This design comes from an exercise in tuning for small area on the open sky130 flow, not from production work.
In this exercise RTL edits were held to simulation tests only and were not proved equivalent to the original.

### flow/run.sh
#!/bin/bash
# synth_recipe.tcl (not shown) runs the flow's synth.tcl, then flattens the netlist and writes it again
# the make line also repeats each setting of config.mk as NAME=value (left out here)
make -C /OpenROAD-flow-scripts/flow DESIGN_CONFIG=/design/flow/config.mk WORK_HOME=/design/flow/orfs CLKGATE_MAP_FILE= SYNTH_SCRIPT=/design/flow/synth_recipe.tcl finish
### flow/design.v
package cpu_pkg;
    localparam int XLEN = 64;
    typedef struct packed {
        logic            cs;
        logic            we;
        logic [XLEN-1:0] addr;
        logic [XLEN-1:0] wdata;
    } mem_req_t;
endpackage
module cpu_top (
    input  logic                     clk,
    input  logic                     arst_n,
    input  logic [cpu_pkg::XLEN-1:0] mem_rdata,
    output cpu_pkg::mem_req_t        mem_req,
    output logic                     halted
);
    typedef enum logic [2:0] {
        S_CLEAR,
        S_FETCH,
        S_EX1,
        S_EX2,
        S_EX3,
        S_HALT
    } state_e;
    state_e      state;
    logic [5:0]  cnt;
    logic [31:0] ir;
    logic [31:1][63:0] rf;
    logic [63:0] p_q;
    logic [63:0] a_q;
    logic [63:0] b_q;
    logic        cy;
    logic        eq;
    logic [5:0]  shamt;
    logic [6:0] opcode;
    logic [2:0] funct3;
    logic [6:0] funct7;
    logic       is_alu, is_sub, is_sll, is_srl, is_shift;
    logic       is_addi, is_ld, is_sd, is_beq, is_jal, is_lui, legal;
    assign opcode = ir[6:0];
    assign funct3 = ir[14:12];
    assign funct7 = ir[31:25];
    always_comb begin
        is_alu  = 1'b0;
        is_sub  = 1'b0;
        is_sll  = 1'b0;
        is_srl  = 1'b0;
        if (opcode == 7'b0110011) begin
            if (funct7 == 7'b0000000) begin
                is_alu = (funct3 == 3'b000) || (funct3 == 3'b100) ||
                         (funct3 == 3'b110) || (funct3 == 3'b111);
                is_sll = (funct3 == 3'b001);
                is_srl = (funct3 == 3'b101);
            end else if (funct7 == 7'b0100000 && funct3 == 3'b000) begin
                is_alu = 1'b1;
                is_sub = 1'b1;
            end
        end
    end
    assign is_shift = is_sll | is_srl;
    assign is_addi  = (opcode == 7'b0010011) && (funct3 == 3'b000);
    assign is_ld    = (opcode == 7'b0000011) && (funct3 == 3'b011);
    assign is_sd    = (opcode == 7'b0100011) && (funct3 == 3'b011);
    assign is_beq   = (opcode == 7'b1100011) && (funct3 == 3'b000);
    assign is_jal   = (opcode == 7'b1101111);
    assign is_lui   = (opcode == 7'b0110111);
    assign legal    = is_alu | is_shift | is_addi | is_ld | is_sd | is_beq | is_jal | is_lui;
    logic imm_bit;
    always_comb begin
        imm_bit = ir[31];
        if (is_lui) begin
            if (cnt < 6'd12)      imm_bit = 1'b0;
            else if (cnt < 6'd31) imm_bit = ir[cnt[4:0]];
        end else if (is_jal) begin
            if (cnt == 6'd0)      imm_bit = 1'b0;
            else if (cnt < 6'd11) imm_bit = ir[20 + cnt[3:0]];
            else if (cnt == 6'd11) imm_bit = ir[20];
            else if (cnt < 6'd20) imm_bit = ir[cnt[4:0]];
        end else if (is_beq) begin
            if (cnt == 6'd0)      imm_bit = 1'b0;
            else if (cnt < 6'd5)  imm_bit = ir[7 + cnt[2:0]];
            else if (cnt < 6'd11) imm_bit = ir[20 + cnt[3:0]];
            else if (cnt == 6'd11) imm_bit = ir[7];
        end else if (is_sd) begin
            if (cnt < 6'd5)       imm_bit = ir[7 + cnt[2:0]];
            else if (cnt < 6'd11) imm_bit = ir[20 + cnt[3:0]];
        end else begin
            if (cnt < 6'd11)      imm_bit = ir[20 + cnt[3:0]];
        end
    end
    logic rs1_bit, rs2_bit;
    logic [4:0] rs1_a, rs2_a, rd_a;
    assign rs1_a = ir[19:15];
    assign rs2_a = ir[24:20];
    assign rd_a  = ir[11:7];
    assign rs1_bit = (rs1_a == 5'd0) ? 1'b0 : rf[rs1_a][0];
    assign rs2_bit = (rs2_a == 5'd0) ? 1'b0 : rf[rs2_a][0];
    logic op_a, op_b, cin, sum, cout;
    logic in_fetch, in_ex1, in_ex2, in_ex3, in_clear;
    assign in_clear = (state == S_CLEAR);
    assign in_fetch = (state == S_FETCH);
    assign in_ex1   = (state == S_EX1);
    assign in_ex2   = (state == S_EX2);
    assign in_ex3   = (state == S_EX3);
    logic use_a;    
    assign use_a = is_jal | is_beq;
    always_comb begin
        if (in_fetch) begin
            op_a = p_q[0];
            op_b = (cnt == 6'd2);
        end else if (use_a) begin
            op_a = a_q[0];
            op_b = imm_bit;
        end else begin
            op_a = rs1_bit;
            op_b = is_alu ? (rs2_bit ^ is_sub) : imm_bit;
        end
    end
    assign cin  = (cnt == 6'd0) ? (is_sub & ~in_fetch) : cy;
    assign sum  = op_a ^ op_b ^ cin;
    assign cout = (op_a & op_b) | (op_a & cin) | (op_b & cin);
    logic [5:0] tap_idx;
    logic       tap_bit, shift_bit;
    assign tap_idx   = is_sll ? (6'd0 - shamt) : shamt;
    assign tap_bit   = b_q[tap_idx];
    assign shift_bit = is_sll ? (tap_bit & (cnt >= shamt)) : tap_bit;
    logic res_bit;
    always_comb begin
        if (in_ex3)                  res_bit = b_q[0];
        else if (is_shift)           res_bit = shift_bit;
        else if (is_jal)             res_bit = p_q[0];
        else if (is_lui)             res_bit = imm_bit;
        else if (!is_alu)            res_bit = sum;            
        else begin
            case (funct3)
                3'b100:  res_bit = rs1_bit ^ rs2_bit;
                3'b110:  res_bit = rs1_bit | rs2_bit;
                3'b111:  res_bit = rs1_bit & rs2_bit;
                default: res_bit = sum;
            endcase
        end
    end
    logic wen;
    assign wen = (in_ex1 & (is_alu | is_addi | is_lui | is_jal)) |
                 (in_ex2 & is_shift) |
                 (in_ex3);
    logic target;    
    assign target = (in_ex1 & is_jal) | (in_ex2 & is_beq & eq);
    logic p_in, a_in, b_in;
    always_comb begin
        if (in_clear)                   p_in = 1'b0;
        else if (in_fetch || target)    p_in = sum;
        else                            p_in = p_q[0];
    end
    always_comb begin
        if (in_clear)                          a_in = 1'b0;
        else if (target)                       a_in = sum;
        else if (in_ex1 && (is_ld || is_sd))   a_in = sum;
        else if ((in_ex1 && (is_alu || is_addi || is_lui)) || in_ex2)
                                               a_in = p_q[0];
        else                                   a_in = a_q[0];
    end
    always_comb begin
        if (in_clear)                    b_in = 1'b0;
        else if (in_ex1 && is_sd)        b_in = rs2_bit;
        else if (in_ex1 && is_shift)     b_in = rs1_bit;
        else if (in_ex2 && is_srl)       b_in = 1'b0;
        else                             b_in = b_q[0];
    end
    always_ff @(posedge clk) begin
        p_q <= {p_in, p_q[63:1]};
        a_q <= {a_in, a_q[63:1]};
        if (in_ex2 && is_ld && cnt == 6'd1)
            b_q <= {mem_rdata[1:0], mem_rdata[63:2]};
        else
            b_q <= {b_in, b_q[63:1]};
    end
    for (genvar r = 1; r < 32; r++) begin : g_rf
        logic sel;
        assign sel = in_clear | (wen & (rd_a == 5'(r)));
        always_ff @(posedge clk) begin
            rf[r] <= {sel ? (res_bit & ~in_clear) : rf[r][0], rf[r][63:1]};
        end
    end
    always_ff @(posedge clk) begin
        cy <= cout;
        if (in_fetch && cnt == 6'd1)
            ir <= mem_rdata[31:0];
        if (in_ex1 && is_beq)
            eq <= ((cnt == 6'd0) ? 1'b1 : eq) & (rs1_bit == rs2_bit);
        if (in_ex1 && is_shift && cnt < 6'd6)
            shamt <= {rs2_bit, shamt[5:1]};
    end
    state_e next_state;
    always_comb begin
        next_state = state;
        case (state)
            S_CLEAR: if (cnt == 6'd63) next_state = S_FETCH;
            S_FETCH: begin
                if (cnt == 6'd2 && !legal) next_state = S_HALT;
                else if (cnt == 6'd63)     next_state = S_EX1;
            end
            S_EX1: if (cnt == 6'd63)
                next_state = (is_shift || is_beq || is_ld || is_sd) ? S_EX2 : S_FETCH;
            S_EX2: if (cnt == 6'd63) next_state = is_ld ? S_EX3 : S_FETCH;
            S_EX3: if (cnt == 6'd63) next_state = S_FETCH;
            default: next_state = S_HALT;
        endcase
    end
    always_ff @(posedge clk or negedge arst_n) begin
        if (!arst_n) begin
            state <= S_CLEAR;
            cnt   <= '0;
        end else begin
            state <= next_state;
            cnt   <= cnt + 6'd1;
        end
    end
    assign halted        = (state == S_HALT);
    assign mem_req.cs    = (cnt == 6'd0) & (in_fetch | (in_ex2 & (is_ld | is_sd)));
    assign mem_req.we    = in_ex2 & is_sd;
    assign mem_req.addr  = a_q;
    assign mem_req.wdata = b_q;
endmodule
### flow/constraint.sdc
create_clock -name core_clock -period 14.0 [get_ports {clk}]
set_input_delay 2.8000 -clock core_clock [delete_from_list [all_inputs] [get_ports {clk}]]
set_output_delay 2.8000 -clock core_clock [all_outputs]
set_load 0.01 [all_outputs]
### flow/config.mk
export PLATFORM = sky130hd
export DESIGN_NAME = cpu_top
export DESIGN_NICKNAME = cpu_top
export VERILOG_FILES = /design/flow/design.v
export SDC_FILE = /design/flow/constraint.sdc
export NUM_CORES = 4
export LEC_CHECK = 0
export CAP_MARGIN = 20
export CORE_MARGIN = 2
export CORE_UTILIZATION = 35
export SETUP_SLACK_MARGIN = 0.5
export SLEW_MARGIN = 20
==> notes.md <==
==> worst paths after layout <==
check	from	end	slack (ns)	cells past startpoint
worst max register to register	ir[15]	rf[959]	8.52	16
worst min register to register	rf[272]	rf[271]	0.26	0
max in group asynchronous	arst_n	state[0]	11.21	1
worst max-delay path	cnt[4]	mem_req[129]	7.31	5
worst min-delay path	rf[272]	rf[271]	0.26	0
min in group asynchronous	arst_n	cnt[2]	2.34	1
==> state kept, by name (all words and copies together) (netlist names) <==
register,count
b_q,64
shamt,6
cy,1
state,3
cnt,6
rf,1984
a_q,64
p_q,64
eq,1
ir,32
==> layout by cell type (no fill, tap or decap), types with 8 or more instances in the layout <==
cell / count
a41o_1: 16
nor2b_1: 12
a21oi_1: 23
clkbuf_8: 44
clkinv_16: 14
and3_1: 10
dfxtp_1: 2177
clkbuf_1: 43
nand2_1: 103
nand2b_1: 10
o21ai_0: 30
nor2_1: 27
xnor2_1: 8
o31ai_1: 8
a31o_2: 15
clkbuf_16: 197
edfxtp_1: 39
ha_1: 17
nand3_1: 23
a22oi_1: 9
mux2i_1: 18
mux2_2: 65
mux4_2: 27
dfrtp_1: 9
nor3_1: 13
inv_1: 49
clkinv_2: 35
a311oi_1: 9
nand4_1: 12
clkdlybuf4s50_1: 196
o22ai_2: 30
a211oi_1: 20
bufinv_16: 15
==> cell families after synthesis <==
family,after synthesis,synth area share (%)
AO/OA/AOI/OAI,209,3.49
buffers and inverters,106,0.957
AND/OR/NAND/NOR,251,2.62
flip-flops,2225,89.1
adder cells (fa/ha/maj),18,0.461
multiplexers,112,3.09
XOR/XNOR,14,0.258
==> report_power, final <==
| group | switching (mW) | internal (mW) | total, mW |
|---|---|---|---|
| clock network | 2.31 | 3.15 | 5.46 |
| logic | 0.00613 | 0.0160 | 0.0221 |
| registers | 0 | 6.35 | 6.35 |
==> critical path: stages, from the launching register on <==
cell	delay [ns]
dfrtp_1	0.48
or2_2	0.40
nor3_1	0.40
nand2_1	0.27
a2111oi_2	0.85
clkdlybuf4s50_1	0.69
==> layer usage <==
metal | global-route usage [%] | vias to the layer above | part of all wire (%)
li1 | - | 10400 | -
met1 | 14.7 | 10100 | 51
met2 | 14.5 | 483 | 41
met3 | 2.95 | 157 | 5.3
met4 | 4.53 | 0 | 2.8
met5 | 0 | - | 0
==> through the flow <==
step / hold WS [ns] / util (%)
final: 0.264 / 42.9
after global placement: 0.310 / 38.1
after CTS: 0.256 / 42.9
after floorplan: 0.310 / -
after detailed placement: 0.312 / 38.1
after global routing: 0.259 / 42.9
==> layout make-up <==
cell class	count	area [um2]	share of cell area [%]
inverter	51	191	0.311
antenna	2	5.00	0.00814
clock buffer	284	5700	9.26
tap	1903	2380	3.87
sequential	2225	45000	73.1
clock inverter	82	1220	1.99
timing repair buffer	202	2010	3.27
multi-input combinational	604	5030	8.18
==> results_dict.tcl <==
set metrics [dict create \
    synth_area_per_cell_um2 17.2 \
    gp_congestion 0.797 \
    root_buffer "clkbuf_16" \
    vias 21100 \
    critPathKind "register to output pin" \
    synth_warnings 1 \
    min_period_ns 6.69 \
    status "timing/DRC/antenna clean" \
    synth_cell_type_count 89 \
    synthMostInstantiatedCell "dfxtp_1" \
    ir_drop_mv 0.152 \
    cts_resized 0 \
    pin_count 197 \
    finalCritPeriodShare_pct 47.8 \
    syn_area_mm2 0.0505 \
    synth_top_area_share_pct 86.4 \
    drv_slew 0 \
    final_cells 5353 \
    relSlewSlack_pct 36.2 \
    synth_area_leaders "dfxtp_1 86%, edfxtp_1 2.3%, mux2_2 1.5%" \
    dp_cells 4985 \
    hold_violations 0 \
    p_leak_nw 23.9 \
    synth-seq-cells 2225 \
    die_h_um 384 \
    overflow 0 \
    setup_violations 0 \
    rsz0062_at_grt "no" \
    cts_made_buffers 196 \
    clk_path_buf_depth 3 \
    core-area_mm2 0.143 \
    die_x_um 384 \
    n_fill_cell 12600 \
    critPathRequiredTime_ns 11.20 \
    antenna_left 0 \
    critPathCaptureType "output pin" \
    synth_flop_cell "dfxtp_1" \
    drt-vias-per-instance 3.94 \
    path_max_fanout 9 \
    drive_above_1_share_pct 14.6 \
    fin_area_mm2 0.0615 \
    p_total_mw 11.8 \
    hold_buffers 0 \
    synth_commonest_cells "2177 x dfxtp_1, 103 x nand2_1, 65 x mux2_2" \
    drv_cap 0 \
    hold_class "register to register" \
    grt_max_degree 36 \
    syn_to_final_growth_pct 21.9 \
    place_area_mm2 0.0546 \
    dp_slack_ns 8.10 \
    powerDensity_mw_per_mm2 192 \
    synth_edf_count 39 \
    routedWlPerCell_um 14.1 \
    tightest_slew_ns 0.955 \
    drt_first_pass_iters 5 \
    antenna_found_initial 0 \
    cts_tree "built" \
    synth_top_area_cell "dfxtp_1" \
    routed_wl_um 75300 \
    die_area_mm2 0.147 \
    ys_async_sr_fraction_pct 0.404 \
    synthCells 2935 \
    cts_setup_buffers 0 \
    fmax_mhz 149 \
    hpwl_um 44800 \
    numPortBuffers 196 \
    nets 3364 \
    grt_pass1_vias 21500 \
    skew_ns 0.0825 \
    start_util_pct 35.2 \
    grtUsageTotal_pct 10.3 \
    ys_seq_area_share_pct 89.1 \
    fin_ws_ns 7.31 \
    drc 0 \
    h-tree-depth 4 \
    clkLatencyLatePin_ns 0.83 \
    setup-tns-final_ns 0 \
    crit_arrival_ns 3.89 \
    drtIter0Drc 1104 \
    clk_pin_slew_worst_paths_ns 0.06 \
    grt_pass1_wl_um 119000 \
    postSynthNetCount 3019 \
    placementRows 139 \
    cts_sinks 2225 \
    crit_path_start_kind "register" \
]

==> port drivers added, routing unchanged <==
The flow's constraints put no driver on any port. The routed layout listed below was extracted and timed again, unchanged, in two steps. Step 1 (the two cells are an assumption about what drives the block):
set clk [get_ports {clk}]
set_driving_cell -lib_cell sky130_fd_sc_hd__clkbuf_16 $clk
set_driving_cell -lib_cell sky130_fd_sc_hd__buf_2 [delete_from_list [all_inputs] $clk]
Step 2, shift: input delay + t, output delay - t, t = (earliest + latest rising clock arrival at the registers) / 2. This alone moves slack from input paths to output paths. Slacks: ideal / step 1 / step 2; pairs: ideal / step 1.
shift t [ns]: 0.857
setup slack, ns: 7.306 / 7.233 / 8.090
hold slack, ns: 0.264 / 0.264 / 0.264
After both steps this run still meets setup and hold. The setup slack of this run moves by -0.073 ns with the drivers and by +0.784 ns with both steps.
